From an optimization exercise on the open Yosys and OpenROAD flow, aimed at small area, a short achievable clock period and few clock cycles per item; shortcuts taken in it are not production practice.
The RTL was checked by simulation tests, not by an equivalence proof against the original design.
Power figures rest on the tool's default switching activity, not on a simulated workload.

`design/flow/config.mk`:
```
export PLATFORM = sky130hd
export DESIGN_NAME = handle_registry_sorted_table
export DESIGN_NICKNAME = handle_registry_sorted_table
export VERILOG_FILES = /design/flow/design.v
export SDC_FILE = /design/flow/constraint.sdc
export NUM_CORES = 4
export LEC_CHECK = 0
export CAP_MARGIN = 30
export CORE_MARGIN = 2
export CORE_UTILIZATION = 40
export CTS_BUF_LIST = sky130_fd_sc_hd__clkbuf_4 sky130_fd_sc_hd__clkbuf_8 sky130_fd_sc_hd__clkbuf_16
export CTS_CLUSTER_DIAMETER = 100
export CTS_CLUSTER_SIZE = 24
export SLEW_MARGIN = 40
export SYNTH_MEMORY_MAX_BITS = 8192
```
`design/flow/constraint.sdc`:
```
create_clock -name core_clock -period 10.0 [get_ports {clk_i}]
set_input_delay 2.0000 -clock core_clock [delete_from_list [all_inputs] [get_ports {clk_i}]]
set_output_delay 2.0000 -clock core_clock [all_outputs]
set_load 0.01 [all_outputs]
```
`design/flow/design.v`:
```
package hrst_pkg;
  localparam int unsigned KEY_W  = 32;
  localparam int unsigned DATA_W = 32;
  localparam int unsigned LIVE_W = 7;
  typedef enum logic [1:0] {
    OP_INSERT = 2'd0,
    OP_LOOKUP = 2'd1,
    OP_DELETE = 2'd2
  } op_e;
  typedef enum logic [1:0] {
    ST_OK             = 2'd0,
    ST_NOT_FOUND      = 2'd1,
    ST_FULL           = 2'd2,
    ST_KEYS_EXHAUSTED = 2'd3
  } status_e;
  typedef struct packed {
    logic [1:0]        operation;
    logic [KEY_W-1:0]  key;
    logic [DATA_W-1:0] value;
  } in_item_t;
  typedef struct packed {
    logic [1:0]        status;
    logic [KEY_W-1:0]  assigned_key;
    logic [DATA_W-1:0] found_value;
    logic [LIVE_W-1:0] live_count;
  } out_item_t;
endpackage
module hrst_ctrl #(
  parameter int unsigned VALUE_WIDTH = 32
) (
  input  logic                       clk_i,
  input  logic                       rst_ni,
  input  logic                       in_valid_i,
  output logic                       in_stall_o,
  input  hrst_pkg::in_item_t         in_item_i,
  output logic                       adv_o,
  output logic                       exec_o,
  output logic                       ins_b_next_o,
  input  logic                       pend_full_i,
  output logic [hrst_pkg::KEY_W-1:0] key_a_o,
  output logic [hrst_pkg::KEY_W-1:0] key_an_o,
  output logic [1:0]                 op_b_o,
  output logic [VALUE_WIDTH-1:0]     val_b_o,
  input  logic                       hit_i,
  input  hrst_pkg::out_item_t        res_miss_i,
  input  hrst_pkg::out_item_t        res_hit_i,
  input  logic                       out_stall_i,
  output logic                       out_valid_o,
  output hrst_pkg::out_item_t        out_item_o
);
  logic                a_v_q, a_v_d;
  logic                b_v_q, b_v_d;
  logic                stall_q, stall_d;
  logic                stall_n_q, head_vn_q;    
  logic                b_ins_q, pend_blk_q;
  logic                head_v_q, head_v_d;
  logic                skid_v_q, skid_v_d;
  hrst_pkg::in_item_t  a_q;
  logic [hrst_pkg::KEY_W-1:0] a_keyn_q;
  logic [1:0]          op_b_q;
  logic [VALUE_WIDTH-1:0] val_b_q;
  hrst_pkg::out_item_t head_q, skid_q;
  logic                accept, take, head_free;
  assign exec_o    = b_v_q && !skid_v_q && !(b_ins_q && pend_blk_q);
  assign adv_o     = a_v_q && (!b_v_q || exec_o);
  assign accept    = in_valid_i && stall_n_q;
  assign take      = !head_vn_q && !out_stall_i;
  assign head_free = head_vn_q || take;
  assign a_v_d    = accept || (a_v_q && !adv_o);
  assign b_v_d    = adv_o || (b_v_q && !exec_o);
  assign head_v_d = head_free ? (skid_v_q || exec_o) : 1'b1;
  assign skid_v_d = head_free ? 1'b0 : (skid_v_q || exec_o);
  assign ins_b_next_o = adv_o ? (a_q.operation == hrst_pkg::OP_INSERT)
                              : (op_b_q == hrst_pkg::OP_INSERT);
  assign stall_d  = a_v_d && b_v_d && (skid_v_d || (ins_b_next_o && pend_full_i));
  always_ff @(posedge clk_i or negedge rst_ni) begin
    if (!rst_ni) begin
      a_v_q    <= 1'b0;
      b_v_q    <= 1'b0;
      b_ins_q  <= 1'b0;
      pend_blk_q <= 1'b0;
      stall_q  <= 1'b0;
      head_v_q <= 1'b0;
      stall_n_q <= 1'b1;
      head_vn_q <= 1'b1;
      skid_v_q <= 1'b0;
    end else begin
      a_v_q    <= a_v_d;
      b_v_q    <= b_v_d;
      b_ins_q  <= ins_b_next_o;
      pend_blk_q <= pend_full_i;
      stall_q  <= stall_d;
      head_v_q <= head_v_d;
      stall_n_q <= !stall_d;
      head_vn_q <= !head_v_d;
      skid_v_q <= skid_v_d;
    end
  end
  always_ff @(posedge clk_i) begin
    if (stall_n_q) begin
      a_q      <= in_item_i;
      a_keyn_q <= ~in_item_i.key;
    end
    if (adv_o) begin
      op_b_q  <= a_q.operation;
      val_b_q <= a_q.value[VALUE_WIDTH-1:0];
    end
    if (head_free) begin
      head_q <= hit_i ? (skid_v_q ? skid_q : res_hit_i) : (skid_v_q ? skid_q : res_miss_i);
    end
    if (!skid_v_q) begin
      skid_q <= hit_i ? res_hit_i : res_miss_i;
    end
  end
  assign in_stall_o  = stall_q;
  assign key_a_o     = a_q.key;
  assign key_an_o    = a_keyn_q;
  assign op_b_o      = op_b_q;
  assign val_b_o     = val_b_q;
  assign out_valid_o = head_v_q;
  assign out_item_o  = head_q;
endmodule
module hrst_dpath #(
  parameter int unsigned CAPACITY    = 64,
  parameter int unsigned VALUE_WIDTH = 32,
  parameter int unsigned NPOINT      = 8
) (
  input  logic                       clk_i,
  input  logic                       rst_ni,
  input  logic                       adv_i,
  input  logic                       exec_i,
  output logic                       pend_full_next_o,
  input  logic [hrst_pkg::KEY_W-1:0] key_a_i,
  input  logic [hrst_pkg::KEY_W-1:0] key_an_i,
  input  logic [1:0]                 op_b_i,
  input  logic [VALUE_WIDTH-1:0]     val_b_i,
  output logic                       hit_o,
  output hrst_pkg::out_item_t        res_miss_o,
  output hrst_pkg::out_item_t        res_hit_o
);
  localparam int unsigned CW   = $clog2(CAPACITY + 1);
  localparam int unsigned NPEND = 4;
  localparam int unsigned PIW   = 2;
  localparam int unsigned HW    = hrst_pkg::KEY_W - 2;
  localparam int unsigned STEP = CAPACITY / NPOINT;
  localparam int unsigned KW   = hrst_pkg::KEY_W;
  localparam logic [CW-1:0] CapC = CW'(CAPACITY);
  logic [CAPACITY-1:0] rv_q, rv_d;
  logic [KW-1:0]          rk_q [CAPACITY];
  logic [VALUE_WIDTH-1:0] rd_q [CAPACITY];
  logic [NPEND-1:0]       pv_q, pv_d;
  logic [VALUE_WIDTH-1:0] pd_q [NPEND];
  logic [CW-1:0] count_q, count_inc_q, count_dec_q, count_d, count_inc_d, count_dec_d;
  logic [CW-1:0] count_inc2, count_dec2;
  logic [CW-1:0] count_h [2];
  logic [CW-1:0] count_inc_h [2];
  logic [CW-1:0] count_dec_h [2];
  logic [1:0]    full_h;
  logic [1:0]    st_ins, st_miss, st_hit;
  logic [KW-1:0] akey;
  logic [VALUE_WIDTH-1:0] fval_m;
  logic          full_d, near_full_q;
  logic [KW:0]   next_key_q, next_key_inc_q;
  logic [HW-1:0] hi_m1_q;    
  logic [1:0]    lo;
  logic [HW-1:0] hi;
  logic          hi_match, hi_m1_match;
  logic          full_q;
  logic [CAPACITY-1:0] mr_q, mr_base, mr_d;
  logic [NPEND-1:0]    mp_q, mp_base, mp_d;
  logic [CAPACITY-1:0] mr_a, mr_b, kill_r;
  logic [NPEND-1:0]    mp_a, mp_b, kill_p, tgt, placed;
  logic [NPEND-1:0]    placed_q, placed_d, tgt_q, tgt_d;
  logic [NPOINT-1:0]   pt, pt_q, pt_d;
  logic                src_hi_q, src_hi_d;    
  logic                next_match, place, src_kill, src_live;
  logic [PIW-1:0]      src_idx;
  logic [KW-1:0]          src_key;
  logic [VALUE_WIDTH-1:0] src_val;
  logic                is_ins, is_lkp, is_del, hit, ins_ok, key_exh, ins_go;
  logic [VALUE_WIDTH-1:0] fval;
  assign lo = next_key_q[1:0];
  assign hi = next_key_q[KW-1:2];
  always_comb begin
    src_idx = '0;
    for (int x = NPEND-1; x >= 0; x--) begin
      if (placed_q[x]) src_idx = PIW'(x);
    end
    place    = |placed_q;
    pt       = pt_q;
    placed   = placed_q;
    tgt      = tgt_q;
    src_key  = {src_hi_q ? hi : hi_m1_q, src_idx};
    src_val  = pd_q[src_idx];
    src_kill = |(kill_p & placed_q);
    src_live = |(pv_q & placed_q);
  end
  always_comb begin
    logic [NPEND-1:0]  pv_n, src_n;
    logic [NPEND-1:0]  placed_c [2];
    logic [NPEND-1:0]  tgt_c [2];
    logic [1:0]        src_hi_c;
    logic [NPOINT-1:0] avail_n;
    logic [1:0]        lo_n, x;
    for (int k = 0; k < NPOINT; k++) begin
      avail_n[k] = !rv_q[(k*STEP + CAPACITY - 2) % CAPACITY];
    end
    pt_d = '0;
    for (int k = NPOINT-1; k >= 0; k--) begin
      if (avail_n[k]) pt_d = NPOINT'(1) << k;
    end
    for (int c = 0; c < 2; c++) begin
      pv_n = (pv_q & ~placed_q) | ((c == 1) ? tgt_q : '0);
      lo_n = lo + 2'(c);
      src_n = '0;
      src_hi_c[c] = 1'b0;
      for (int j = NPEND-1; j >= 0; j--) begin
        x = lo_n + 2'(j);
        if (pv_n[x]) begin
          src_n       = NPEND'(1) << x;
          src_hi_c[c] = (x < lo_n);
        end
      end
      placed_c[c] = (|avail_n) ? src_n : '0;
      tgt_c[c] = '0;
      if (!pv_n[lo_n] || placed_c[c][lo_n]) tgt_c[c] = NPEND'(1) << lo_n;
    end
    placed_d = ins_go ? placed_c[1] : placed_c[0];
    tgt_d    = ins_go ? tgt_c[1] : tgt_c[0];
    src_hi_d = ins_go ? src_hi_c[1] : src_hi_c[0];
  end
  always_ff @(posedge clk_i or negedge rst_ni) begin
    if (!rst_ni) begin
      placed_q <= '0;
      pt_q     <= '0;
      tgt_q    <= NPEND'(1);
      src_hi_q <= 1'b0;
    end else begin
      placed_q <= placed_d;
      pt_q     <= pt_d;
      tgt_q    <= tgt_d;
      src_hi_q <= src_hi_d;
    end
  end
  assign next_match  = ((key_an_i ^ next_key_q[KW-1:0]) == '1);
  assign hi_match    = ((key_an_i[KW-1:2] ^ hi) == '1);
  assign hi_m1_match = ((key_an_i[KW-1:2] ^ hi_m1_q) == '1);
  always_comb begin
    for (int i = 0; i < CAPACITY; i++) begin
      if (i < CAPACITY / 2) begin
        mr_a[i] = rv_q[i] && (rk_q[i] == key_a_i);
      end else begin
        mr_a[i] = rv_q[i] && ((rk_q[i] ^ key_an_i) == '1);
      end
    end
    for (int x = 0; x < NPEND; x++) begin
      mp_a[x] = pv_q[x] && (~key_an_i[1:0] == 2'(x)) && ((x < lo) ? hi_match : hi_m1_match);
    end
  end
  always_comb begin
    mr_base = adv_i ? mr_a : mr_q;
    mp_base = adv_i ? mp_a : mp_q;
    for (int i = 0; i < CAPACITY; i++) begin
      mr_d[i] = mr_base[(i + CAPACITY - 1) % CAPACITY];
    end
    for (int k = 0; k < NPOINT; k++) begin
      if (place && pt[k]) mr_d[k*STEP] = |(mp_base & placed);
    end
    mp_d = (mp_base & ~placed) | (adv_i ? (tgt & {NPEND{next_match}}) : '0);
  end
  always_ff @(posedge clk_i) begin
    mr_q <= mr_d;
    mp_q <= mp_d;
  end
  assign is_ins  = (op_b_i == hrst_pkg::OP_INSERT);
  assign is_lkp  = (op_b_i == hrst_pkg::OP_LOOKUP);
  assign is_del  = (op_b_i == hrst_pkg::OP_DELETE);
  assign key_exh = next_key_q[KW];
  assign ins_ok  = is_ins && !key_exh && !full_q;
  assign ins_go  = exec_i && ins_ok;
  assign mr_b    = mr_q & rv_q;
  assign mp_b    = mp_q & pv_q;
  assign hit     = (|mr_b) || (|mp_b);
  assign kill_r  = {CAPACITY{exec_i && is_del}} & mr_q;
  assign kill_p  = {NPEND{exec_i && is_del}} & mp_q;
  always_comb begin
    fval = '0;
    for (int i = 0; i < CAPACITY; i++) begin
      fval = fval | ({VALUE_WIDTH{mr_b[i]}} & rd_q[i]);
    end
    for (int x = 0; x < NPEND; x++) begin
      fval = fval | ({VALUE_WIDTH{mp_b[x]}} & pd_q[x]);
    end
  end
  assign count_inc2 = count_inc_q + CW'(1);
  assign count_dec2 = count_dec_q - CW'(1);
  always_comb begin
    for (int h = 0; h < 2; h++) begin
      count_h[h]     = count_q;
      count_inc_h[h] = count_inc_q;
      count_dec_h[h] = count_dec_q;
      full_h[h]      = full_q;
      if (ins_ok) begin
        count_h[h]     = count_inc_q;
        count_inc_h[h] = count_inc2;
        count_dec_h[h] = count_q;
        full_h[h]      = near_full_q;
      end else if (is_del && (h == 1)) begin
        count_h[h]     = count_dec_q;
        count_inc_h[h] = count_q;
        count_dec_h[h] = count_dec2;
        full_h[h]      = 1'b0;
      end
    end
  end
  assign count_d     = hit ? count_h[1] : count_h[0];
  assign count_inc_d = hit ? count_inc_h[1] : count_inc_h[0];
  assign count_dec_d = hit ? count_dec_h[1] : count_dec_h[0];
  assign full_d      = hit ? full_h[1] : full_h[0];
  always_comb begin
    st_ins = hrst_pkg::ST_OK;
    if (key_exh) begin
      st_ins = hrst_pkg::ST_KEYS_EXHAUSTED;
    end else if (full_q) begin
      st_ins = hrst_pkg::ST_FULL;
    end
    akey = ins_ok ? next_key_q[KW-1:0] : '0;
    fval_m = is_lkp ? fval : '0;
    st_miss = is_ins ? st_ins : hrst_pkg::ST_NOT_FOUND;
    st_hit  = is_ins ? st_ins : ((is_lkp || is_del) ? hrst_pkg::ST_OK : hrst_pkg::ST_NOT_FOUND);
  end
  assign res_miss_o = {st_miss, akey, fval_m, count_h[0][hrst_pkg::LIVE_W-1:0]};
  assign res_hit_o  = {st_hit, akey, fval_m, count_h[1][hrst_pkg::LIVE_W-1:0]};
  assign hit_o      = hit;
  always_comb begin
    for (int i = 0; i < CAPACITY; i++) begin
      rv_d[i] = rv_q[(i + CAPACITY - 1) % CAPACITY] && !kill_r[(i + CAPACITY - 1) % CAPACITY];
    end
    for (int k = 0; k < NPOINT; k++) begin
      if (place && pt[k]) rv_d[k*STEP] = src_live && !src_kill;
    end
    pv_d = (pv_q & ~placed & ~kill_p) | (ins_go ? tgt : '0);
  end
  assign pend_full_next_o = !(|tgt_d);
  always_ff @(posedge clk_i or negedge rst_ni) begin
    if (!rst_ni) begin
      rv_q <= '0;
      pv_q <= '0;
    end else begin
      rv_q <= rv_d;
      pv_q <= pv_d;
    end
  end
  always_ff @(posedge clk_i) begin
    for (int i = 0; i < CAPACITY; i++) begin
      rk_q[i] <= rk_q[(i + CAPACITY - 1) % CAPACITY];
      rd_q[i] <= rd_q[(i + CAPACITY - 1) % CAPACITY];
    end
    for (int k = 0; k < NPOINT; k++) begin
      if (place && pt[k]) begin
        rk_q[k*STEP] <= src_key;
        rd_q[k*STEP] <= src_val;
      end
    end
    for (int x = 0; x < NPEND; x++) begin
      if (tgt[x]) begin
        pd_q[x] <= val_b_i;
      end
    end
  end
  always_ff @(posedge clk_i or negedge rst_ni) begin
    if (!rst_ni) begin
      count_q     <= '0;
      count_inc_q <= CW'(1);
      count_dec_q <= '1;
      full_q      <= 1'b0;
      near_full_q <= 1'b0;
      next_key_q     <= '0;
      next_key_inc_q <= (KW+1)'(1);
      hi_m1_q        <= '1;
    end else if (exec_i) begin
      count_q     <= count_d;
      count_inc_q <= count_inc_d;
      count_dec_q <= count_dec_d;
      full_q      <= full_d;
      near_full_q <= (count_inc_d == CapC);
      if (ins_ok) begin
        next_key_q     <= next_key_inc_q;
        next_key_inc_q <= next_key_inc_q + (KW+1)'(1);
        if (lo == 2'd3) begin
          hi_m1_q <= hi;
        end
      end
    end
  end
endmodule
module handle_registry_sorted_table #(
  parameter int unsigned CAPACITY    = 64,
  parameter int unsigned VALUE_WIDTH = 32
) (
  input  logic                clk_i,
  input  logic                rst_ni,
  input  logic                in_valid_i,
  output logic                in_stall_o,
  input  hrst_pkg::in_item_t  in_item_i,
  output logic                out_valid_o,
  input  logic                out_stall_i,
  output hrst_pkg::out_item_t out_item_o
);
  logic                       adv, exec, ins_b_next, pend_full_next;
  logic [hrst_pkg::KEY_W-1:0] key_a, key_an;
  logic [1:0]                 op_b;
  logic [VALUE_WIDTH-1:0]     val_b;
  logic                       hit;
  hrst_pkg::out_item_t        res_miss, res_hit;
  hrst_ctrl #(
    .VALUE_WIDTH (VALUE_WIDTH)
  ) u_ctrl (
    .clk_i       (clk_i),
    .rst_ni      (rst_ni),
    .in_valid_i  (in_valid_i),
    .in_stall_o  (in_stall_o),
    .in_item_i   (in_item_i),
    .adv_o       (adv),
    .exec_o      (exec),
    .ins_b_next_o(ins_b_next),
    .pend_full_i (pend_full_next),
    .key_a_o     (key_a),
    .key_an_o    (key_an),
    .op_b_o      (op_b),
    .val_b_o     (val_b),
    .hit_i       (hit),
    .res_miss_i  (res_miss),
    .res_hit_i   (res_hit),
    .out_stall_i (out_stall_i),
    .out_valid_o (out_valid_o),
    .out_item_o  (out_item_o)
  );
  hrst_dpath #(
    .CAPACITY    (CAPACITY),
    .VALUE_WIDTH (VALUE_WIDTH)
  ) u_dpath (
    .clk_i  (clk_i),
    .rst_ni (rst_ni),
    .adv_i  (adv),
    .exec_i (exec),
    .pend_full_next_o (pend_full_next),
    .key_a_i(key_a),
    .key_an_i(key_an),
    .op_b_i (op_b),
    .val_b_i(val_b),
    .hit_o      (hit),
    .res_miss_o (res_miss),
    .res_hit_o  (res_hit)
  );
endmodule
```
`design/flow/flow/run.sh`:
```
#!/bin/bash
# Layout: the standard flow (standard.sh) with these changes to how it optimises:
#  - the input and output ports are buffered by sky130_fd_sc_hd__buf_4 instead of the cell
#    buffer_ports picks by default (a delay buffer);
#  - timing repair aims for setup slack SETUP_SLACK_MARGIN ns beyond the constraint, so that it
#    works on the paths that set the achieved period. The clock and the SDC are the standard flow's;
#  - antenna repair gets more iterations after global routing, and after detailed routing
#    flow/post_drt.tcl repairs any antenna violation left and routes again.
# The make output goes to flow_make.log here; ORFS's own logs stay under orfs/logs/.
set -euo pipefail
export BUFFER_PORTS_ARGS="-buffer_cell sky130_fd_sc_hd__buf_4"
export SETUP_SLACK_MARGIN=6.5
export MAX_REPAIR_ANTENNAS_ITER_GRT=10
export POST_DETAIL_ROUTE_TCL="$PWD/flow/post_drt.tcl"
bash standard.sh > flow_make.log 2>&1
```
`design/flow/flow/post_drt.tcl`:
```
# Sourced by ORFS after detailed routing (POST_DETAIL_ROUTE_TCL). While antenna violations
# remain, repair them again with a ratio margin (diodes or layer jumpers) and route again.
global all_args
set extra_iter 0
while { [check_antennas] && $extra_iter < 4 } {
  repair_antennas -ratio_margin 20
  detailed_route {*}$all_args
  incr extra_iter
}
```
`design/flow/standard.sh`:
```
#!/bin/bash
# synth_recipe.tcl (not shown) runs the flow's synth.tcl, then flattens the netlist and writes it again
# the make line also repeats each setting of config.mk as NAME=value (left out here)
make -C /OpenROAD-flow-scripts/flow DESIGN_CONFIG=/design/flow/config.mk WORK_HOME=/design/flow/orfs CLKGATE_MAP_FILE= SYNTH_SCRIPT=/design/flow/synth_recipe.tcl "${@:-finish}"
```
==> run_results.csv, run 1 <==
group,metric,value,unit
drt,firstDrtPassIters,9,
power_and_ir_drop,p_leak,61.82,nW
placed_design,dp_hpwl,360400,um
placed_design,placed_area,157600,sq um
synth,ys_types,75,
critical_path,reg2reg_from,"u_dpath.rv_q[4]",
critical_path,crit_path_top_delay_cell,"edfxtp_1",
power_and_ir_drop,ir_drop,0.0001866,V
layout,fin_area,165300,sq um
drt,routed_wl,564000,um
sta,clock.fmax,272.9,MHz
critical_path,cp-start-kind,"register",
layout,area.growth.synth_to_final,10.14,%
synth,syn_nets,12080,
synth,postSynthAreaPerCell,12.51,sq um
placed_design,place_ws,5743,ps
sta,skew,79.50,ps
cts,htreeDepth,4,
critical_path,critPathTopFamily,"flip-flops",
grt,overflow,0,
layout,final_layout_size_suffix_gt1_frac,0.09383,
worst_hold_path,hold_path_class,"register to register",
sta,min_period_over_period,0.3664,
synth,synthFlopType,"dfxtp_1",
synth,synth_cells,11990,
placed_design,gp_congestion,0.9022,
layout,multi_input_area,47000,sq um
floorplanning,core,372800,sq um
synth,synth-edff-count,406,
critical_path,worstSetupEndpointType,"primary output",
critical_path,crit_fanout,1,
critical_path,path_cells,"buf_6",
critical_path,crit_arrival,1660,ps
floorplanning,rows,224,
layout,postLayoutCoreUtil,0.4434,
worst_hold_path,holdCritStartpoint,"u_dpath.rk_q[4][7]",
drt,drc_errors,0,
sta,slew_headroom,0.2742,
cts,cts_root_buffer,"clkbuf_16",
power_and_ir_drop,internal_power,29.87,mW
floorplanning,pin_count,145,
drt,viasPerCell,5.835,
floorplanning,die_w,616.5,um
floorplanning,start_util,0.4026,
drt,drt_iter0_markers,14200,
cts,cts_sinks,4783,
synth,ys_ff_latch,4783,
grt,antenna_found_initial,53,
sta,setup_tns,0,ps
cts,cts_buffer_depth,4,
cts,cts_tree,"done",
power_and_ir_drop,pwr-share-clk,0.249,
power_and_ir_drop,combPwrFrac,0.177,
power_and_ir_drop,p_sw_frac,0.3130,
sta,max_slew.worst_pin.slew,1079,ps
worst_hold_path,whs_endpoint,"u_dpath.rk_q[5][7]",
floorplanning,dieArea,380100,sq um
layout,nFillCells,34530,
critical_path,cp_data_required_time,8000,ps
power_and_ir_drop,power_density,263.1,nW/um^2
critical_path,critPathBufInv,1,
sta,worst_slack,6336,ps
synth,synth_seq_area_share,0.6726,
layout,nNetsFinal,11980,
placed_design,io_buffers,144,
synth,yosys_warnings,10,
critical_path,critPathMaxStageDelay,530,ps
sta,hold_violations,0,
power_and_ir_drop,seq_power_share,0.574,
critical_path,reg2reg_slack,6450,ps
job,maxCapViolations,0,
sta,finalSetupViolations,0,
grt,grt_usage,0.2853,
drt,wire_per_inst,33.05,um
critical_path,worst_r2r_endpoint,"u_ctrl.head_q[8]",
layout,regArea,101000,sq um
cts,clk_pin_slew,100,ps
worst_hold_path,hold_path_depth,0,
sta,period_needed,3664,ps
synth,synth_area,150100,sq um
cts,cts-buffers-inserted,224,
power_and_ir_drop,p_sw,13.61,mW
grt,grt_pass1_vias,94990,
sta,rsz0062_at_grt,"yes",
cts,worstSkewPairLatency,1010,ps
floorplanning,die_h,616.5,um
critical_path,reg2reg_depth,8,
grt,grt_pass1_wl,765500,um
critical_path,criticalPathCategory,"register to primary output",
grt,grt_max_degree,133,
drt,vias,99580,
sta,hold_ws,318.4,ps
drt,antenna_left,0,
sta,maxSlewViolCount,0,
status,status,"no timing/DRC/antenna violations",
synth,async_flop_share,0.04453,
## cells in the mapped netlist (4+ instances only)
cell type | n | share of area
nor4_1 | 279 | 0.012
xor2_1 | 1015 | 0.059
a21boi_0 | 58 | 0.0029
and3_1 | 10 | 0.00042
nor3_1 | 111 | 0.0037
nand3_1 | 192 | 0.0064
nor2b_1 | 9 | 0.00038
dfstp_2 | 42 | 0.0074
mux2i_1 | 47 | 0.0031
ha_1 | 14 | 0.0012
a21oi_1 | 73 | 0.0024
buf_1 | 147 | 0.0037
and4_1 | 4 | 0.00023
o31ai_1 | 57 | 0.0029
o21ai_0 | 552 | 0.018
dfxtp_1 | 4164 | 0.56
a2111oi_0 | 4 | 0.00023
clkbuf_1 | 585 | 0.015
nand4_1 | 437 | 0.018
inv_1 | 70 | 0.0018
o22ai_1 | 47 | 0.0020
dfrtp_1 | 171 | 0.029
a22o_1 | 432 | 0.025
nor3b_1 | 4 | 0.00020
nand2b_1 | 8 | 0.00033
xnor2_1 | 1104 | 0.064
or4_1 | 38 | 0.0019
a221oi_1 | 423 | 0.025
mux2_2 | 113 | 0.0085
edfxtp_1 | 406 | 0.081
nand2_1 | 749 | 0.019
mux4_2 | 11 | 0.0017
and2_1 | 98 | 0.0041
a211oi_1 | 4 | 0.00020
o22a_1 | 33 | 0.0019
a22oi_1 | 286 | 0.014
buf_2 | 4 | 0.00013
nor2_1 | 96 | 0.0024
o31a_1 | 34 | 0.0020
## worst max-delay path by stage
| stage | from | endpoint | slack (ps) | depth (start not counted) |
|---|---|---|---|---|
| CTS | u_ctrl.head_q[9] | out_item_o[9] | 6250 | 1 |
| floorplan | out_stall_i | u_ctrl.head_q[0] | 6400 | 2 |
| global placement | u_dpath.next_key_q[0] | u_ctrl.stall_n_q | 5840 | 8 |
| detailed placement | u_dpath.next_key_q[0] | u_ctrl.stall_n_q | 5740 | 8 |
| finish | u_ctrl.head_q[19] | out_item_o[19] | 6340 | 1 |
| global route | u_ctrl.head_q[9] | out_item_o[9] | 6300 | 1 |
## power by group through the flow
stage	clock network (mW)	registers (mW)	logic, mW
global route	11.5	25.2	8.08
finish	10.8	25.0	7.71
floorplan	0	24.3	4.55
global placement	0	25.3	7.21
detailed placement	0	25.2	7.39
CTS	10.8	24.8	7.49
## cells by family after synthesis
kind of cell,synth area share
AND/OR/NAND/NOR,0.06937
multiplexers,0.01326
XOR/XNOR,0.1237
adder cells (fa/ha/maj),0.001167
AO/OA/AOI/OAI,0.09941
flip-flops,0.6726
buffers and inverters,0.02054
## flip-flops by register name (all words and copies together) (netlist names), 4 cells and up
register,flops
u_dpath.pd_q,128
u_dpath.placed_q,4
u_ctrl.head_q,73
u_ctrl.skid_q,73
u_dpath.pv_q,4
u_dpath.hi_m1_q,30
u_dpath.count_q,7
u_dpath.rk_q,2048
u_dpath.rv_q,64
u_dpath.mp_q,4
u_ctrl.val_b_q,32
u_dpath.tgt_q,4
u_dpath.mr_q,64
u_ctrl.a_q,66
u_ctrl.a_keyn_q,32
u_dpath.count_dec_q,7
u_dpath.next_key_q,33
u_dpath.count_inc_q,7
u_dpath.rd_q,2048
u_dpath.pt_q,8
u_dpath.next_key_inc_q,33
## routing by layer
layer	routed length, um	vias to the layer above	track usage
li1	-	41870	-
met1	230400	50220	0.3877
met2	248600	6141	0.4425
met3	57410	1337	0.05571
met4	27430	22	0.1230
met5	198	-	0
## timing repair
action	CTS	global route
endpoints found under the setup margin	430	324
hold buffers	0	0
buffers inserted	5	6
pin swaps	2	2
gates cloned	1	1
resized for setup	82	63
## placed cells by master (no fill, tap or decap), types with 11 or more instances in the layout
cell type	n
o22a_1	33
dfstp_2	40
a22oi_1	283
buf_4	290
mux2i_1	17
nand2_1	739
ha_1	12
o31ai_1	57
o31a_1	33
a21oi_1	45
o21ai_0	550
mux2_2	113
buf_6	100
nor2_1	92
or4_1	37
nand4_1	437
and2_1	34
dfrtp_1	159
o22ai_1	47
dfxtp_1	4163
nand3_1	191
xor2_1	1015
a21boi_0	58
inv_1	67
buf_12	17
nor3_1	109
diode_2	72
a22o_1	432
a21oi_2	28
nor4_1	272
and2_4	65
xnor2_1	1104
mux2i_4	30
clkbuf_16	231
a221oi_1	422
mux4_2	11
edfxtp_1	406
clkbuf_4	104
## per-stage QoR
step	cells	power, mW
floorplan	11990	28.83
global placement	16610	32.49
detailed placement	16630	32.62
CTS	16980	43.17
global route	17000	44.72
finish	17070	43.48
## layout make-up
class / count / area share
multi-input combinational: 6398 / 0.2843
timing repair buffer: 419 / 0.02329
clock buffer: 336 / 0.03978
inverter: 72 / 0.001711
sequential: 4783 / 0.6109
tap: 4972 / 0.03764
antenna: 72 / 0.001090
clock inverter: 14 / 0.001264
Testbench counts, summed over its fixed seeds: cycles 16,037, items 16,000.
==> run 2: changes to the inputs <==
--- a/design/flow/design.v
+++ b/design/flow/design.v
@@ -124,5 +124,5 @@
   parameter int unsigned CAPACITY    = 64,
   parameter int unsigned VALUE_WIDTH = 32,
-  parameter int unsigned NPOINT      = 8
+  parameter int unsigned NPOINT      = 4
 ) (
   input  logic                       clk_i,
--- a/design/flow/config.mk
+++ b/design/flow/config.mk
@@ -9,5 +9,4 @@
 export CORE_MARGIN = 2
 export CORE_UTILIZATION = 40
-export CTS_BUF_LIST = sky130_fd_sc_hd__clkbuf_4 sky130_fd_sc_hd__clkbuf_8 sky130_fd_sc_hd__clkbuf_16
 export CTS_CLUSTER_DIAMETER = 100
 export CTS_CLUSTER_SIZE = 24
==> run_results.csv, run 2 <==
group,metric,value,unit
layout,reg_top3,"u_dpath.rd_q (2048), u_dpath.rk_q (2048), u_dpath.pd_q (128)",
critical_path,cp_data_required_time,8000,ps
layout,postLayoutCoreUtil,0.4423,
grt,antenna_found_initial,34,
critical_path,path_cells,"buf_6",
synth,postSynthAreaPerCell,12.87,sq um
layout,final_layout_size_suffix_gt1_frac,0.08626,
synth,ys_types,73,
power_and_ir_drop,p_leak,60.83,nW
placed_design,io_buffers,144,
power_and_ir_drop,power_density,260.5,nW/um^2
layout,mostFrequentLayoutCell,"dfxtp_1",
drt,drt_iter0_markers,13440,
floorplanning,dieArea,373400,sq um
grt,grt_pass1_vias,95480,
synth,synth_area_leaders,"dfxtp_1 (57%), edfxtp_1 (8.3%), xnor2_1 (6.6%), xor2_1 (5.9%), dfrtp_1 (2.8%)",
layout,nNetsFinal,11520,
sta,hold_violations,0,
sta,period_needed,3900,ps
worst_hold_path,hold_path_depth,0,
job,maxCapViolations,0,
floorplanning,start_util,0.4023,
synth,ys_ff_latch,4779,
cts,worstSkewPairLatency,1000,ps
power_and_ir_drop,ir_drop,0.0001864,V
critical_path,criticalPathCategory,"register to primary output",
synth,synth_area_leader_cell,"dfxtp_1",
floorplanning,die_h,611.1,um
synth,synthTopCellsByCount,"dfxtp_1 (4164), xnor2_1 (1115), xor2_1 (1001), clkbuf_1 (522), nand2_1 (495)",
cts,cts-buffers-inserted,226,
synth,synth_seq_area_share,0.6841,
worst_hold_path,hold_path_class,"register to register",
floorplanning,rows,222,
synth,synthFlopType,"dfxtp_1",
synth,synth_cells,11460,
synth,yosys_warnings,10,
synth,synth.most_common_cell,"dfxtp_1",
drt,wire_per_inst,33.82,um
cts,htreeDepth,4,
cts,ctsHoldBuffers,0,
sta,setup_tns,0,ps
cts,clk_pin_slew,100,ps
critical_path,critPathMaxStageDelay,730,ps
grt,grt_pass1_wl,757200,um
sta,rsz0062_at_grt,"yes",
critical_path,cp-start-kind,"register",
synth,syn_nets,11540,
synth,async_flop_share,0.04373,
cts,cts_buffer_depth,4,
sta,maxSlewViolCount,0,
sta,clock.fmax,256.4,MHz
sta,max_slew.worst_pin.slew,968.5,ps
synth,yosys.area.top_type_share,0.5655,
cts,cts_tree,"done",
critical_path,reg2reg_slack,6490,ps
cts,cts_sinks,4779,
critical_path,critPathBufInv,1,
critical_path,crit_fanout,1,
sta,skew,63.85,ps
layout,area.growth.synth_to_final,9.927,%
status,status,"no timing/DRC/antenna violations",
placed_design,placed_area,154600,sq um
drt,firstDrtPassIters,8,
critical_path,reg2reg_depth,9,
floorplanning,core,366400,sq um
placed_design,place_ws,5730,ps
drt,drc_errors,0,
sta,slew_headroom,0.3544,
layout,fin_cells,16420,
synth,synth-edff-count,406,
drt,antenna_left,0,
layout,layout_common_cells,"dfxtp_1 (4164), xnor2_1 (1115), xor2_1 (1001)",
floorplanning,pin_count,145,
drt,routed_wl,555400,um
worst_hold_path,whs_endpoint,"u_dpath.rd_q[6][28]",
drt,viasPerCell,5.874,
critical_path,critPathTopFamily,"flip-flops",
critical_path,worst_r2r_endpoint,"u_dpath.count_inc_q[4]",
layout,fin_area,162000,sq um
cts,cts_root_buffer,"clkbuf_16",
synth,synth_area,147400,sq um
placed_design,dp_hpwl,358100,um
placed_design,dp_cells,16000,
critical_path,worstSetupEndpointType,"primary output",
critical_path,crit_arrival,1900,ps
sta,worst_slack,6100,ps
grt,overflow,0,
sta,finalSetupViolations,0,
drt,vias,96450,
worst_hold_path,holdCritStartpoint,"u_dpath.rd_q[5][28]",
sta,min_period_over_period,0.3900,
floorplanning,die_w,611.1,um
grt,grt_max_degree,90,
critical_path,crit_path_top_delay_cell,"edfxtp_1",
grt,grt_usage,0.2875,
critical_path,reg2reg_from,"u_dpath.rv_q[23]",
placed_design,gp_congestion,0.9936,
[run 2: logic make-up after synthesis]
family | synth area share
adder cells (fa/ha/maj) | 0.001188
buffers and inverters | 0.01932
XOR/XNOR | 0.1257
AND/OR/NAND/NOR | 0.06453
AO/OA/AOI/OAI | 0.09233
flip-flops | 0.6841
multiplexers | 0.01285
[run 2: layout make-up]
type	instances	area (sq um)
Antenna cell	35	87.58
Clock buffer	343	6222
Clock inverter	16	239.0
Fill cell	33010	204300
Inverter	66	292.8
Multi-Input combinational cell	5924	44240
Sequential cell	4779	100900
Tap cell	4816	6026
Timing Repair Buffer	442	4065
[run 2: stage by stage]
step                total power [mW]  hold WS, ps
finish                         42.21        314.8
global placement               31.39        331.9
detailed placement             31.56        335.6
CTS                            41.90        315.9
floorplan                      28.20        330.8
global route                   43.42        324.2
[run 2: where the power goes]
part	total, mW	switching, mW	internal (mW)
registers	25.4	2.50	22.9
logic	6.27	4.15	2.12
clock network	10.5	6.18	4.35
total	42.2	12.8	29.4
[run 2: per-layer routing]
| metal | wire length [um] | global-route usage |
|---|---|---|
| met1 | 218300 | 0.3726 |
| met2 | 242500 | 0.4403 |
| met3 | 57840 | 0.06819 |
| met4 | 36560 | 0.1620 |
| met5 | 216 | 0 |
[run 2: repair_timing]
| action | 4_1_cts | 5_1_grt |
|---|---|---|
| pin swaps | 4 | 10 |
| endpoints found under the setup margin | 290 | 183 |
| resized for setup | 94 | 53 |
| buffers inserted | 10 | 8 |
| gates cloned | 0 | 1 |
[run 2: how the worst max path moves through the flow]
| stage | startpoint | to | slack (ps) | cells past startpoint |
|---|---|---|---|---|
| 2_1_floorplan | u_dpath.next_key_q[0] | u_ctrl.stall_q | 6510 | 13 |
| 3_3_place_gp | u_dpath.next_key_q[0] | u_ctrl.stall_n_q | 5110 | 10 |
| 3_5_place_dp | u_dpath.next_key_q[0] | u_ctrl.stall_q | 5730 | 10 |
| 4_1_cts | u_ctrl.head_q[7] | out_item_o[7] | 6010 | 1 |
| 5_1_grt | u_ctrl.head_q[7] | out_item_o[7] | 6110 | 1 |
| 6_report | u_ctrl.head_q[8] | out_item_o[8] | 6100 | 1 |
Testbench counts of run 2, summed over its fixed seeds: cycles 16,175, items 16,000.
==> run 3: changes to the inputs <==
--- a/design/flow/design.v
+++ b/design/flow/design.v
@@ -124,5 +124,5 @@
   parameter int unsigned CAPACITY    = 64,
   parameter int unsigned VALUE_WIDTH = 32,
-  parameter int unsigned NPOINT      = 4
+  parameter int unsigned NPOINT      = 8
 ) (
   input  logic                       clk_i,
==> run_results.csv, run 3 <==
group,metric,value,unit
grt,grt_pass1_wl,765300,um
synth,synthTopCellsByCount,"dfxtp_1 (4164), xnor2_1 (1104), xor2_1 (1015), nand2_1 (749), clkbuf_1 (585)",
power_and_ir_drop,p_sw,13.60,mW
floorplanning,pin_count,145,
layout,final_layout_size_suffix_gt1_frac,0.08526,
critical_path,crit_start,"u_ctrl.head_q[19]",
placed_design,dp_cells,16630,
floorplanning,core,372800,sq um
critical_path,criticalPathCategory,"register to primary output",
grt,grt_pass1_vias,94970,
floorplanning,rows,224,
layout,reg_top3,"u_dpath.rd_q (2048), u_dpath.rk_q (2048), u_dpath.pd_q (128)",
cts,worstSkewPairLatency,990,ps
critical_path,worst_r2r_endpoint,"u_ctrl.head_q[8]",
sta,hold_violations,0,
placed_design,gp_congestion,0.9022,
synth,synthFlopType,"dfxtp_1",
sta,max_slew.worst_pin.slew,1016,ps
layout,layout_common_cells,"dfxtp_1 (4163), xnor2_1 (1104), xor2_1 (1015)",
floorplanning,die_h,616.5,um
drt,vias,99380,
critical_path,cp.depth,1,
cts,cts_root_buffer,"clkbuf_16",
critical_path,crit_arrival,1640,ps
critical_path,path_cells,"buf_6",
drt,drt_iter0_markers,14200,
layout,area.growth.synth_to_final,9.884,%
sta,slew_headroom,0.3161,
grt,grt_usage,0.2853,
layout,fin_cells,17060,
power_and_ir_drop,power_density,262.0,nW/um^2
sta,setup_tns,0,ps
grt,overflow,0,
power_and_ir_drop,ir_drop,0.0001864,V
critical_path,reg2reg_from,"u_dpath.rv_q[4]",
critical_path,critPathMaxStageDelay,520,ps
synth,synth_area,150100,sq um
placed_design,io_buffers,144,
sta,rsz0062_at_grt,"yes",
floorplanning,start_util,0.4026,
critical_path,crit_path_top_delay_cell,"edfxtp_1",
cts,htreeDepth,4,
cts,clk_pin_slew,100,ps
power_and_ir_drop,internal_power,29.59,mW
synth,synth_seq_area_share,0.6726,
drt,firstDrtPassIters,8,
layout,nNetsFinal,11980,
synth,synth-xor-area-share,0.1237,
grt,antenna_found_initial,57,
synth,ys_ff_latch,4783,
sta,finalSetupViolations,0,
drt,wire_per_inst,33.05,um
sta,clock.fmax,274.4,MHz
synth,async_flop_share,0.04453,
critical_path,crit_path_end,"out_item_o[19]",
sta,maxSlewViolCount,0,
critical_path,reg2reg_slack,6440,ps
synth,synth_area_leaders,"dfxtp_1 (56%), edfxtp_1 (8.1%), xnor2_1 (6.4%), xor2_1 (5.9%), dfrtp_1 (2.9%)",
synth,postSynthAreaPerCell,12.51,sq um
synth,yosys_warnings,10,
drt,routed_wl,563800,um
sta,skew,73.35,ps
power_and_ir_drop,fin_total_pwr,43.20,mW
critical_path,cp-start-kind,"register",
layout,mostFrequentLayoutCell,"dfxtp_1",
power_and_ir_drop,pwr-share-clk,0.243,
drt,antenna_left,0,
job,maxCapViolations,0,
synth,yosys.area_share.simple,0.06937,
power_and_ir_drop,combPwrFrac,0.179,
sta,min_period_over_period,0.3645,
status,status,"no timing/DRC/antenna violations",
synth,muxShareOfSynthArea,0.01326,
critical_path,crit_fanout,1,
critical_path,cp_data_required_time,8000,ps
critical_path,reg2reg_depth,8,
cts,cts_sinks,4783,
critical_path,worstSetupEndpointType,"primary output",
power_and_ir_drop,seq_power_share,0.578,
synth,yosys.area.top_type_share,0.5555,
sta,period_needed,3645,ps
worst_hold_path,hold_path_depth,0,
synth,synth_top_family_by_area,"XOR/XNOR gates",
synth,synth_area_leader_cell,"dfxtp_1",
grt,grt_max_degree,133,
synth,synth-edff-count,406,
synth,synth_fa_ha_area_frac,0.001167,
synth,synth_compound_area_frac,0.09941,
placed_design,dp_hpwl,360400,um
cts,cts_buffer_depth,4,
drt,viasPerCell,5.825,
worst_hold_path,hold_path_class,"register to register",
power_and_ir_drop,p_sw_frac,0.3149,
synth,syn_nets,12080,
cts,cts_tree,"done",
drt,drc_errors,0,
floorplanning,die_w,616.5,um
power_and_ir_drop,p_leak,61.47,nW
floorplanning,dieArea,380100,sq um
synth,ys_types,75,
critical_path,critPathBufInv,1,
synth,synth.most_common_cell,"dfxtp_1",
synth,synth_cells,11990,
cts,cts-buffers-inserted,224,
critical_path,critPathTopFamily,"flip-flops",
run 3: final cells by class:
type | count | area, sq um
clock inverters | 14 | 209.0
diodes | 67 | 167.7
inverters | 72 | 282.8
fillers | 34570 | 207900
clock buffers | 336 | 6185
flip-flops and latches | 4783 | 101000
well taps | 4972 | 6221
multi-input cells | 6398 | 47000
repair buffers | 419 | 3860
run 3: logic make-up (layout without fill, tap and decap cells):
kind of cell    count (synthesis)  after routing
simple gates                 2049           2051
fa+ha+maj                      14             14
flops                        4783           4783
compound gates               2043           2043
other cells                     0             67
mux                           171            171
xor+xnor                     2119           2119
buf+inv                       813            841
run 3: how the worst min path moves through the flow:
| stage | from | endpoint |
|---|---|---|
| finish | u_dpath.rd_q[51][18] | u_dpath.rd_q[52][18] |
| global route | u_dpath.rd_q[16][19] | u_dpath.rd_q[17][19] |
| CTS | u_dpath.rd_q[51][18] | u_dpath.rd_q[52][18] |
| detailed placement | u_dpath.rd_q[49][18] | u_dpath.rd_q[50][18] |
| global placement | u_dpath.rd_q[37][12] | u_dpath.rd_q[38][12] |
| floorplan | u_dpath.rd_q[9][11] | u_dpath.rd_q[10][11] |
run 3: metrics by stage:
step	area (sq um)	hold slack [ps]	worst slack [ps]	utilization
after CTS	164300	317.6	6243	0.4408
after global routing	164800	332.7	6298	0.4420
after detailed placement	157600	335.6	5743	0.4227
after floorplan	150100	330.8	6398	-
final	164900	311.9	6355	0.4424
after global placement	157100	331.8	5835	0.4215
run 3: power groups by stage:
stage	registers, mW	logic, mW	clock network (mW)
after detailed placement	25.2	7.39	0
after global routing	25.2	8.09	11.2
final	25.0	7.72	10.5
after global placement	25.3	7.21	0
after floorplan	24.3	4.55	0
after CTS	24.8	7.49	10.5
run 3: repair_timing:
| item | 4_1_cts | 5_1_grt |
|---|---|---|
| endpoints found under the setup margin | 431 | 322 |
| buffers inserted | 5 | 7 |
| pin swaps | 2 | 3 |
| hold buffers | 0 | 0 |
| cloned | 1 | 1 |
| resized for setup | 82 | 65 |
run 3: routing by layer:
metal  part of all wire  wire (um)  track usage  up-vias
li1                   -          -            -    41840
met1               0.41     230200       0.3886    49860
met2               0.44     247300       0.4418     6257
met3               0.10      58200      0.05462     1404
met4              0.050      27940       0.1235       24
met5            0.00029        163            0        -
Testbench counts of run 3, summed over its fixed seeds: cycles 16,037, items 16,000.
==> run 4: changes to the inputs <==
--- a/design/flow/design.v
+++ b/design/flow/design.v
@@ -124,5 +124,5 @@
   parameter int unsigned CAPACITY    = 64,
   parameter int unsigned VALUE_WIDTH = 32,
-  parameter int unsigned NPOINT      = 8
+  parameter int unsigned NPOINT      = 4
 ) (
   input  logic                       clk_i,
--- a/design/flow/config.mk
+++ b/design/flow/config.mk
@@ -6,9 +6,9 @@
 export NUM_CORES = 4
 export LEC_CHECK = 0
-export CAP_MARGIN = 30
+export CAP_MARGIN = 20
 export CORE_MARGIN = 2
-export CORE_UTILIZATION = 40
+export CORE_UTILIZATION = 50
 export CTS_CLUSTER_DIAMETER = 100
 export CTS_CLUSTER_SIZE = 24
-export SLEW_MARGIN = 40
+export SLEW_MARGIN = 20
 export SYNTH_MEMORY_MAX_BITS = 8192
==> run_results.csv, run 4 <==
group,metric,value,unit
status,status,"no timing/DRC/antenna violations",
sta,slew_headroom,0.1821,
synth,yosys_warnings,10,
cts,cts_buffer_depth,4,
synth,async_flop_share,0.04373,
layout,reg_top3,"u_dpath.rd_q (2048), u_dpath.rk_q (2048), u_dpath.pd_q (128)",
placed_design,gp_congestion,0.9656,
drt,firstDrtPassIters,12,
grt,grt_pass1_wl,749400,um
synth,synth_area_leaders,"dfxtp_1 (57%), edfxtp_1 (8.3%), xnor2_1 (6.6%), xor2_1 (5.9%), dfrtp_1 (2.8%)",
worst_hold_path,whs_endpoint,"u_dpath.rk_q[10][4]",
power_and_ir_drop,power_density,262.0,nW/um^2
layout,area.growth.synth_to_final,8.584,%
drt,routed_wl,547900,um
floorplanning,pin_count,145,
placed_design,dp_hpwl,351800,um
critical_path,criticalPathCategory,"register to primary output",
sta,min_period_over_period,0.3643,
worst_hold_path,hold_path_class,"register to register",
critical_path,worstSetupEndpointType,"primary output",
job,maxCapViolations,0,
floorplanning,start_util,0.5021,
power_and_ir_drop,fin_total_pwr,41.93,mW
floorplanning,core,293600,sq um
sta,clock.fmax,274.5,MHz
critical_path,reg2reg_from,"u_dpath.placed_q[1]",
sta,maxSlewViolCount,0,
synth,synth_seq_area_share,0.6841,
sta,hold_ws,301.6,ps
sta,rsz0062_at_grt,"yes",
critical_path,worst_r2r_endpoint,"u_dpath.rk_q[48][0]",
drt,drc_errors,0,
synth,ys_ff_latch,4779,
floorplanning,die_w,547.0,um
synth,synth_cells,11460,
power_and_ir_drop,ir_drop,0.0002235,V
critical_path,crit_arrival,1640,ps
cts,cts_tree,"done",
worst_hold_path,holdCritStartpoint,"u_dpath.rk_q[9][4]",
critical_path,cp-start-kind,"register",
drt,antenna_left,0,
drt,drt_iter0_markers,12790,
floorplanning,rows,199,
worst_hold_path,hold_path_depth,0,
cts,cts_root_buffer,"clkbuf_16",
sta,period_needed,3643,ps
floorplanning,dieArea,299200,sq um
layout,nNetsFinal,11500,
critical_path,cp_data_required_time,8000,ps
critical_path,critPathTopFamily,"flip-flops",
critical_path,reg2reg_depth,5,
critical_path,critPathMaxStageDelay,510,ps
layout,nFillCells,24560,
critical_path,crit_path_top_delay_cell,"edfxtp_1",
floorplanning,die_h,547.0,um
synth,synth_area,147400,sq um
sta,hold_violations,0,
cts,cts_sinks,4779,
synth,synthFlopType,"dfxtp_1",
cts,worstSkewPairLatency,980,ps
grt,grt_max_degree,119,
synth,ys_types,73,
grt,grt_pass1_vias,95000,
placed_design,io_buffers,144,
sta,setup_tns,0,ps
critical_path,critPathBufInv,1,
grt,grt_usage,0.3547,
synth,synth_area_leader_cell,"dfxtp_1",
power_and_ir_drop,p_leak,60.48,nW
synth,yosys.area.top_type_share,0.5655,
layout,layout_common_cells,"dfxtp_1 (4164), xnor2_1 (1115), xor2_1 (1001)",
critical_path,path_cells,"buf_6",
drt,viasPerCell,6.192,
cts,ctsHoldBuffers,0,
cts,htreeDepth,4,
synth,syn_nets,11540,
drt,vias,95790,
synth,postSynthAreaPerCell,12.87,sq um
cts,cts-buffers-inserted,223,
layout,mostFrequentLayoutCell,"dfxtp_1",
critical_path,reg2reg_slack,6490,ps
synth,synthTopCellsByCount,"dfxtp_1 (4164), xnor2_1 (1115), xor2_1 (1001), clkbuf_1 (522), nand2_1 (495)",
cts,clk_pin_slew,100,ps
synth,synth.most_common_cell,"dfxtp_1",
grt,antenna_found_initial,36,
layout,final_layout_size_suffix_gt1_frac,0.08262,
drt,wire_per_inst,35.42,um
sta,skew,79.63,ps
sta,max_slew.worst_pin.slew,1216,ps
sta,finalSetupViolations,0,
synth,synth-edff-count,406,
critical_path,crit_fanout,1,
grt,overflow,0,
-- run 4: layer usage --
| metal | vias up | part of all wire | GRT usage |
|---|---|---|---|
| met5 | - | 0.00011 | 0 |
| met4 | 10 | 0.065 | 0.1889 |
| met3 | 1634 | 0.098 | 0.06865 |
| met2 | 6063 | 0.44 | 0.5524 |
| li1 | 40000 | - | - |
| met1 | 48080 | 0.39 | 0.4683 |
-- run 4: worst max-delay path by stage --
stage | from | endpoint | slack [ps] | depth (start not counted)
final | u_ctrl.head_q[9] | out_item_o[9] | 6360 | 1
after global routing | u_ctrl.head_q[9] | out_item_o[9] | 6340 | 1
after floorplan | u_dpath.next_key_q[0] | u_ctrl.stall_q | 6510 | 13
after CTS | u_ctrl.head_q[9] | out_item_o[9] | 6320 | 1
after detailed placement | u_dpath.next_key_q[0] | u_ctrl.stall_q | 5260 | 10
after global placement | u_dpath.next_key_q[0] | u_ctrl.stall_q | 5230 | 10
-- run 4: kinds of logic after synthesis --
logic type,share of synthesized area
simple gates,0.06453
buf+inv,0.01932
compound gates,0.09233
flops,0.6841
fa+ha+maj,0.001188
xor+xnor,0.1257
mux,0.01285
-- run 4: timing repair --
action,4_1_cts,5_1_grt
cloned,2,0
hold endpoints to repair,0,0
endpoints found under the setup margin,392,194
gates resized for setup,101,41
buffers inserted,16,14
pin swaps,6,2
-- run 4: final cells by class --
cell class	count	area, sq um	area share
Antenna cell	16	40.04	0.0002501
Multi-Input combinational cell	5925	44150	0.2758
Inverter	66	272.8	0.001704
Timing Repair Buffer	418	3566	0.02228
Sequential cell	4779	100900	0.6301
Tap cell	3919	4903	0.03064
Clock inverter	12	142.6	0.0008911
Clock buffer	335	6128	0.03829
-- run 4: stage by stage --
stage          area, sq um  worst slack, ps  utilization  std cells
3_5_place_dp        152900             5263       0.5208      15080
5_1_grt             160000             6339       0.5451      15460
6_report            160100             6357       0.5452      15470
3_3_place_gp        152900             5226       0.5208      15080
4_1_cts             159700             6319       0.5441      15440
2_1_floorplan       147400             6511            -      11460
-- run 4: power breakdown --
| part | internal, mW | switching, mW |
|---|---|---|
| logic | 2.05 | 4.16 |
| clock network | 4.27 | 6.09 |
| registers | 22.9 | 2.47 |
| total | 29.2 | 12.7 |
-- run 4: worst reg2reg max path, stage by stage, from the launching register on --
cell     delay (ps)
dfrtp_2         690
or2_2           200
buf_4           400
or2_2           540
nand2_8         390
o21ai_0        1060
Testbench counts of run 4, summed over its fixed seeds: cycles 16,175, items 16,000.
==> run 5: changes to the inputs <==
--- a/design/flow/design.v
+++ b/design/flow/design.v
@@ -124,5 +124,5 @@
   parameter int unsigned CAPACITY    = 64,
   parameter int unsigned VALUE_WIDTH = 32,
-  parameter int unsigned NPOINT      = 4
+  parameter int unsigned NPOINT      = 8
 ) (
   input  logic                       clk_i,
--- a/design/flow/flow/run.sh
+++ b/design/flow/flow/run.sh
@@ -6,5 +6,7 @@
 #    works on the paths that set the achieved period. The clock and the SDC are the standard flow's;
 #  - antenna repair gets more iterations after global routing, and after detailed routing
-#    flow/post_drt.tcl repairs any antenna violation left and routes again.
+#    flow/post_drt.tcl repairs any antenna violation left and routes again;
+#  - after global placement, flow/post_gpl.tcl moves each output port's buffer next to the
+#    register that drives it, so the buffer drives the wire to the pin.
 # The make output goes to flow_make.log here; ORFS's own logs stay under orfs/logs/.
 set -euo pipefail
@@ -13,3 +15,4 @@
 export MAX_REPAIR_ANTENNAS_ITER_GRT=10
 export POST_DETAIL_ROUTE_TCL="$PWD/flow/post_drt.tcl"
+export POST_GLOBAL_PLACE_TCL="$PWD/flow/post_gpl.tcl"
 bash standard.sh > flow_make.log 2>&1
==> design/flow/flow/post_gpl.tcl (new file) <==
# Sourced by ORFS after global placement (POST_GLOBAL_PLACE_TCL). Each output port keeps its
# buffer; the buffer is moved onto the cell that drives it, so that the buffer, not that cell,
# drives the long wire to the pin. Detailed placement then legalizes the moved buffers.
set moved 0
set blk [ord::get_db_block]
foreach bt [$blk getBTerms] {
  if { [$bt getIoType] != "OUTPUT" } { continue }
  set net [$bt getNet]
  if { $net == "NULL" } { continue }
  foreach it [$net getITerms] {
    if { ![$it isOutputSignal] } { continue }
    set buf [$it getInst]
    foreach in_it [$buf getITerms] {
      if { ![$in_it isInputSignal] } { continue }
      set in_net [$in_it getNet]
      if { $in_net == "NULL" } { continue }
      foreach drv_it [$in_net getITerms] {
        if { ![$drv_it isOutputSignal] } { continue }
        set loc [[$drv_it getInst] getLocation]
        $buf setLocation [lindex $loc 0] [lindex $loc 1]
        incr moved
      }
    }
  }
}
puts "post_gpl: moved $moved output port buffers next to their drivers"
--- a/design/flow/config.mk
+++ b/design/flow/config.mk
@@ -6,9 +6,9 @@
 export NUM_CORES = 4
 export LEC_CHECK = 0
-export CAP_MARGIN = 20
+export CAP_MARGIN = 30
 export CORE_MARGIN = 2
-export CORE_UTILIZATION = 50
+export CORE_UTILIZATION = 40
 export CTS_CLUSTER_DIAMETER = 100
 export CTS_CLUSTER_SIZE = 24
-export SLEW_MARGIN = 20
+export SLEW_MARGIN = 40
 export SYNTH_MEMORY_MAX_BITS = 8192
==> run_results.csv, run 5 <==
group,metric,value,unit
cts,clk_pin_slew,100,ps
drt,viasPerCell,5.790,
sta,min_period_over_period,0.3595,
grt,grt_pass1_wl,763900,um
layout,final_layout_size_suffix_gt1_frac,0.08390,
synth,ys_ff_latch,4783,
synth,synth_area_leaders,"dfxtp_1 (56%), edfxtp_1 (8.1%), xnor2_1 (6.4%), xor2_1 (5.9%), dfrtp_1 (2.9%)",
cts,cts_tree,"done",
critical_path,crit_arrival,4400,ps
sta,hold_violations,0,
cts,cts_sinks,4783,
power_and_ir_drop,p_leak,61.38,nW
sta,finalSetupViolations,0,
placed_design,place_ws,5787,ps
synth,synthFlopType,"dfxtp_1",
grt,grt_pass1_vias,94790,
layout,mostFrequentLayoutCell,"dfxtp_1",
synth,yosys_warnings,10,
grt,grt_usage,0.2848,
power_and_ir_drop,fin_total_pwr,43.03,mW
critical_path,criticalPathCategory,"register to register",
cts,cts_root_buffer,"clkbuf_16",
layout,nFillCells,34460,
synth,synth_area_leader_cell,"dfxtp_1",
drt,vias,98750,
synth,async_flop_share,0.04453,
status,status,"no timing/DRC/antenna violations",
synth,ys_types,75,
layout,postLayoutCoreUtil,0.4418,
cts,worstSkewPairLatency,990,ps
sta,skew,51.71,ps
floorplanning,start_util,0.4026,
synth,synth_area,150100,sq um
synth,postSynthAreaPerCell,12.51,sq um
critical_path,crit_fanout,33,
placed_design,io_buffers,144,
sta,max_slew.worst_pin.slew,1006,ps
layout,reg_top3,"u_dpath.rd_q (2048), u_dpath.rk_q (2048), u_dpath.pd_q (128)",
floorplanning,die_w,616.5,um
synth,yosys.area.top_type_share,0.5555,
power_and_ir_drop,ir_drop,0.0001764,V
sta,maxSlewViolCount,0,
sta,slew_headroom,0.3229,
synth,syn_nets,12080,
synth,synthTopCellsByCount,"dfxtp_1 (4164), xnor2_1 (1104), xor2_1 (1015), nand2_1 (749), clkbuf_1 (585)",
critical_path,worstSetupEndpointType,"register",
job,maxCapViolations,0,
drt,drt_iter0_markers,14140,
placed_design,placed_area,157600,sq um
floorplanning,dieArea,380100,sq um
drt,routed_wl,561000,um
grt,antenna_found_initial,42,
floorplanning,die_h,616.5,um
layout,regArea,101000,sq um
sta,worst_slack,6405,ps
drt,firstDrtPassIters,8,
grt,overflow,0,
layout,area.growth.synth_to_final,9.744,%
sta,period_needed,3595,ps
worst_hold_path,hold_path_class,"register to register",
layout,nNetsFinal,11980,
drt,wire_per_inst,32.89,um
drt,antenna_left,0,
floorplanning,rows,224,
critical_path,cp-start-kind,"register",
sta,setup_tns,0,ps
grt,grt_max_degree,133,
synth,synth_cells,11990,
synth,synth.most_common_cell,"dfxtp_1",
drt,drc_errors,0,
floorplanning,core,372800,sq um
synth,synth_seq_area_share,0.6726,
cts,cts_buffer_depth,4,
floorplanning,pin_count,145,
layout,multi_input_area,46970,sq um
sta,clock.fmax,278.1,MHz
synth,synth-edff-count,406,
cts,cts-buffers-inserted,223,
power_and_ir_drop,power_density,261.3,nW/um^2
placed_design,dp_hpwl,359100,um
layout,fin_area,164700,sq um
critical_path,cp_data_required_time,10810,ps
cts,htreeDepth,4,
cts,ctsHoldBuffers,0,
sta,rsz0062_at_grt,"yes",
layout,layout_common_cells,"dfxtp_1 (4164), xnor2_1 (1104), xor2_1 (1015)",
run 5: stage by stage:
step,hold WS (ps),instances
after floorplan,330.8,11990
after global placement,331.8,16610
after detailed placement,335.6,16630
after CTS,331.0,16970
after global routing,348.1,16990
final,335.9,17060
run 5: worst paths after layout:
kind / start / endpoint / slack [ps] / depth (start not counted)
worst max-delay path: u_dpath.placed_q[1] / u_dpath.rd_q[48][20] / 6400 / 9
worst min-delay path: u_dpath.rd_q[6][9] / u_dpath.rd_q[7][9] / 340 / 0
worst max register to register: u_dpath.placed_q[1] / u_dpath.rd_q[48][20] / 6400 / 9
worst min register to register: u_dpath.rd_q[6][9] / u_dpath.rd_q[7][9] / 340 / 0
max in group asynchronous: rst_ni / u_dpath.rv_q[7] / 7640 / 3
min in group asynchronous: rst_ni / u_dpath.count_q[4] / 1010 / 1
run 5: power by group:
group | total, mW | switching (mW) | internal (mW) | leakage [nW]
clock network | 10.4 | 6.12 | 4.28 | 3.01
logic | 7.71 | 5.15 | 2.56 | 17.6
registers | 24.9 | 2.24 | 22.7 | 40.8
total | 43.0 | 13.5 | 29.5 | 61.4
run 5: repair_timing:
item | 4_1_cts | 5_1_grt
gates resized for setup | 80 | 48
setup buffers | 4 | 8
setup endpoints to repair | 393 | 306
gates cloned | 1 | 0
pin swaps | 2 | 2
run 5: cell type report:
type	instances	share of cell area
tap	4972	0.03777
timing repair buffer	419	0.02322
antenna	70	0.001064
sequential	4783	0.6131
clock inverter	12	0.0009041
clock buffer	331	0.03705
multi-input combinational	6397	0.2852
inverter	72	0.001717
run 5: logic make-up (layout without fill, tap and decap cells):
logic type,after synthesis,count (layout),share of synthesized area
AO/OA/AOI/OAI,2043,2043,0.09941
XOR/XNOR,2119,2119,0.1237
adder cells (fa/ha/maj),14,14,0.001167
buffers and inverters,813,834,0.02054
flip-flops,4783,4783,0.6726
multiplexers,171,171,0.01326
other,0,70,0
AND/OR/NAND/NOR,2049,2050,0.06937
run 5: layer usage:
layer	vias to the layer above	part of all wire	wire [um]	GRT usage
met2	6042	0.44	246100	0.4391
li1	41820	-	-	-
met4	14	0.048	27190	0.1287
met5	-	0.00017	94	0
met3	1319	0.10	56920	0.05672
met1	49560	0.41	230600	0.3861
run 5: worst max-delay path, cell delays in order, from the launching register on:
cell     delay (ps)
dfrtp_1         570
nor2_4          210
buf_6           520
nand2_4         390
buf_4           410
o22a_1          270
nor2_1           80
nor3_1           60
a21oi_1         580
o21ai_0         230
Testbench counts of run 5, summed over its fixed seeds: cycles 16,037, items 16,000.
==> run 6: changes to the inputs <==
--- a/design/flow/design.v
+++ b/design/flow/design.v
@@ -124,5 +124,5 @@
   parameter int unsigned CAPACITY    = 64,
   parameter int unsigned VALUE_WIDTH = 32,
-  parameter int unsigned NPOINT      = 8
+  parameter int unsigned NPOINT      = 4
 ) (
   input  logic                       clk_i,
--- a/design/flow/config.mk
+++ b/design/flow/config.mk
@@ -6,9 +6,9 @@
 export NUM_CORES = 4
 export LEC_CHECK = 0
-export CAP_MARGIN = 30
+export CAP_MARGIN = 20
 export CORE_MARGIN = 2
-export CORE_UTILIZATION = 40
+export CORE_UTILIZATION = 50
 export CTS_CLUSTER_DIAMETER = 100
 export CTS_CLUSTER_SIZE = 24
-export SLEW_MARGIN = 40
+export SLEW_MARGIN = 20
 export SYNTH_MEMORY_MAX_BITS = 8192
==> run_results.csv, run 6 <==
group,metric,value,unit
status,status,"no timing/DRC/antenna violations",
synth,ys_ff_latch,4779,
placed_design,io_buffers,144,
sta,max_slew.worst_pin.slew,1253,ps
drt,drc_errors,0,
sta,skew,58.36,ps
cts,cts_buffer_depth,4,
grt,grt_pass1_vias,94940,
cts,clk_pin_slew,100,ps
synth,postSynthAreaPerCell,12.87,sq um
power_and_ir_drop,fin_total_pwr,41.90,mW
drt,viasPerCell,6.175,
cts,htreeDepth,4,
layout,final_layout_size_suffix_gt1_frac,0.08289,
critical_path,crit_path_top_delay_cell,"dfrtp_1",
critical_path,critPathMaxStageDelay,500,ps
layout,mostFrequentLayoutCell,"dfxtp_1",
sta,setup_tns,0,ps
critical_path,path_cells,"and2_2, buf_6, a22o_1, a221oi_1, nand4_1, nor3_1, nand4_1, o31a_1, mux2_2",
critical_path,cp_data_required_time,10710,ps
layout,nNetsFinal,11500,
power_and_ir_drop,ir_drop,0.0002441,V
grt,use_met2,0.5538,
critical_path,critPathTopFamily,"compound AO/OA/AOI/OAI gates",
placed_design,dp_cells,15080,
cts,cts_sinks,4779,
worst_hold_path,hold_path_class,"register to register",
floorplanning,rows,199,
synth,synth_area_leader_cell,"dfxtp_1",
drt,routed_wl,547700,um
cts,cts_root_buffer,"clkbuf_16",
floorplanning,core,293600,sq um
sta,finalSetupViolations,0,
grt,use_met3,0.07030,
sta,slew_headroom,0.1410,
synth,async_flop_share,0.04373,
critical_path,crit_fanout,23,
sta,period_needed,3536,ps
grt,grt_max_degree,119,
sta,rsz0062_at_grt,"yes",
layout,reg_top3,"u_dpath.rd_q (2048), u_dpath.rk_q (2048), u_dpath.pd_q (128)",
layout,area.growth.synth_to_final,8.574,%
sta,hold_violations,0,
synth,yosys_warnings,10,
drt,vias,95500,
grt,grtUsageMet1,0.4667,
drt,antenna_left,0,
synth,synth_cells,11460,
layout,layout_common_cells,"dfxtp_1 (4164), xnor2_1 (1115), xor2_1 (1001)",
floorplanning,dieArea,299200,sq um
floorplanning,die_w,547.0,um
synth,synth_area,147400,sq um
drt,wire_per_inst,35.41,um
grt,antenna_found_initial,36,
drt,drt_iter0_markers,13260,
cts,worstSkewPairLatency,970,ps
sta,maxSlewViolCount,0,
synth,syn_nets,11540,
layout,fin_cells,15470,
synth,synth-edff-count,406,
floorplanning,pin_count,145,
sta,clock.fmax,282.8,MHz
sta,min_period_over_period,0.3536,
grt,busiest_layer,"met2",
floorplanning,die_h,547.0,um
cts,cts-buffers-inserted,222,
grt,grt_usage,0.3542,
cts,cts_tree,"done",
synth,synth.most_common_cell,"dfxtp_1",
critical_path,cp-start-kind,"register",
placed_design,dp_hpwl,351700,um
==> run 6: metrics by stage <==
step	setup slack, ps	area (sq um)	util	hold WS [ps]
floorplan	6511	147400	-	330.8
global placement	5226	152900	0.5208	332.5
CTS	6414	159700	0.5439	324.5
finish	6464	160000	0.5452	322.3
global route	6435	160000	0.5451	337.6
detailed placement	5316	152900	0.5208	335.6
==> run 6: cell type report <==
cell class	count	area, sq um
Clock inverter	13	163.9
Sequential cell	4779	100900
Timing Repair Buffer	420	3607
Fill cell	24540	133500
Tap cell	3919	4903
Multi-Input combinational cell	5925	44160
Antenna cell	12	30.03
Clock buffer	331	6050
Inverter	66	272.8
==> run 6: worst reg2reg max path: cells and delay by family (launching register included) <==
kind	cells	cell delay, ps
AOI/OAI and AO/OA	3	1120
buffers and inverters	1	380
DFF	1	500
muxes	1	340
and+or+nand+nor	4	990
==> run 6: per-layer routing <==
| metal | share of wire | vias up |
|---|---|---|
| met5 | 0.00026 | - |
| met2 | 0.45 | 5866 |
| met3 | 0.097 | 1571 |
| met1 | 0.40 | 48060 |
| li1 | - | 39990 |
| met4 | 0.061 | 16 |
==> run 6: what timing repair did <==
action	CTS	global route
setup buffers	13	18
endpoints found under the setup margin	393	136
hold buffers	0	0
pin swaps	5	3
cloned	2	1
gates resized for setup	107	44
==> run 6: cell families (layout without fill, tap and decap cells) <==
logic type / count (synthesis) / count (layout) / synth area share
flip-flops: 4779 / 4779 / 0.6841
XOR/XNOR: 2116 / 2116 / 0.1257
AND/OR/NAND/NOR: 1838 / 1839 / 0.06453
AO/OA/AOI/OAI: 1791 / 1792 / 0.09233
buffers and inverters: 753 / 830 / 0.01932
multiplexers: 164 / 164 / 0.01285
adder cells (fa/ha/maj): 14 / 14 / 0.001188
other: 0 / 12 / 0
==> run 6: power by group through the flow <==
stage | combinational [mW] | clock, mW | sequential (mW)
final | 6.28 | 10.3 | 25.3
after global routing | 6.60 | 11.0 | 25.5
after CTS | 6.01 | 10.3 | 25.2
after detailed placement | 5.83 | 0 | 25.6
after global placement | 5.78 | 0 | 25.6
after floorplan | 3.66 | 0 | 24.5
==> run 6: final timing paths <==
path / startpoint / endpoint / slack (ps) / cells past startpoint
max in group asynchronous: rst_ni / u_dpath.rv_q[7] / 7350 / 2
min in group asynchronous: rst_ni / u_dpath.next_key_inc_q[32] / 1140 / 1
min reg2reg: u_dpath.rd_q[8][30] / u_dpath.rd_q[9][30] / 320 / 0
min: u_dpath.rd_q[8][30] / u_dpath.rd_q[9][30] / 320 / 0
max: u_dpath.rv_q[46] / u_ctrl.head_q[8] / 6460 / 9
max reg2reg: u_dpath.rv_q[46] / u_ctrl.head_q[8] / 6460 / 9
Testbench counts of run 6, summed over its fixed seeds: cycles 16,175, items 16,000.

## static timing again, ports no longer ideal
In the flow no input, the clock included, has a driving cell. The finished layouts below were timed again as built, in two steps. Step 1 assumes that a clkbuf_16 drives the clock port and a buf_2 every other input. Step 2 times the ports against the registers' clock, not the clock port: input delays grow and output delays shrink by t, the midpoint of the rising clock arrivals with the driver on. Three values: ideal ports, drivers, drivers and shift; two values: the first two.
| run | shift t [ns] | setup slack, ns |
|---|---|---|
| run 1 | 1.062 | 6.336 / 6.231 / 6.298 |
| run 2 | 1.083 | 6.100 / 5.986 / 6.353 |
| run 3 | 1.058 | 6.355 / 6.250 / 6.299 |
| run 4 | 1.034 | 6.357 / 6.253 / 6.287 |
| run 5 | 1.066 | 6.405 / 6.373 / 6.338 |
| run 6 | 1.037 | 6.464 / 6.361 / 6.270 |
After both steps every run listed still meets setup and hold.
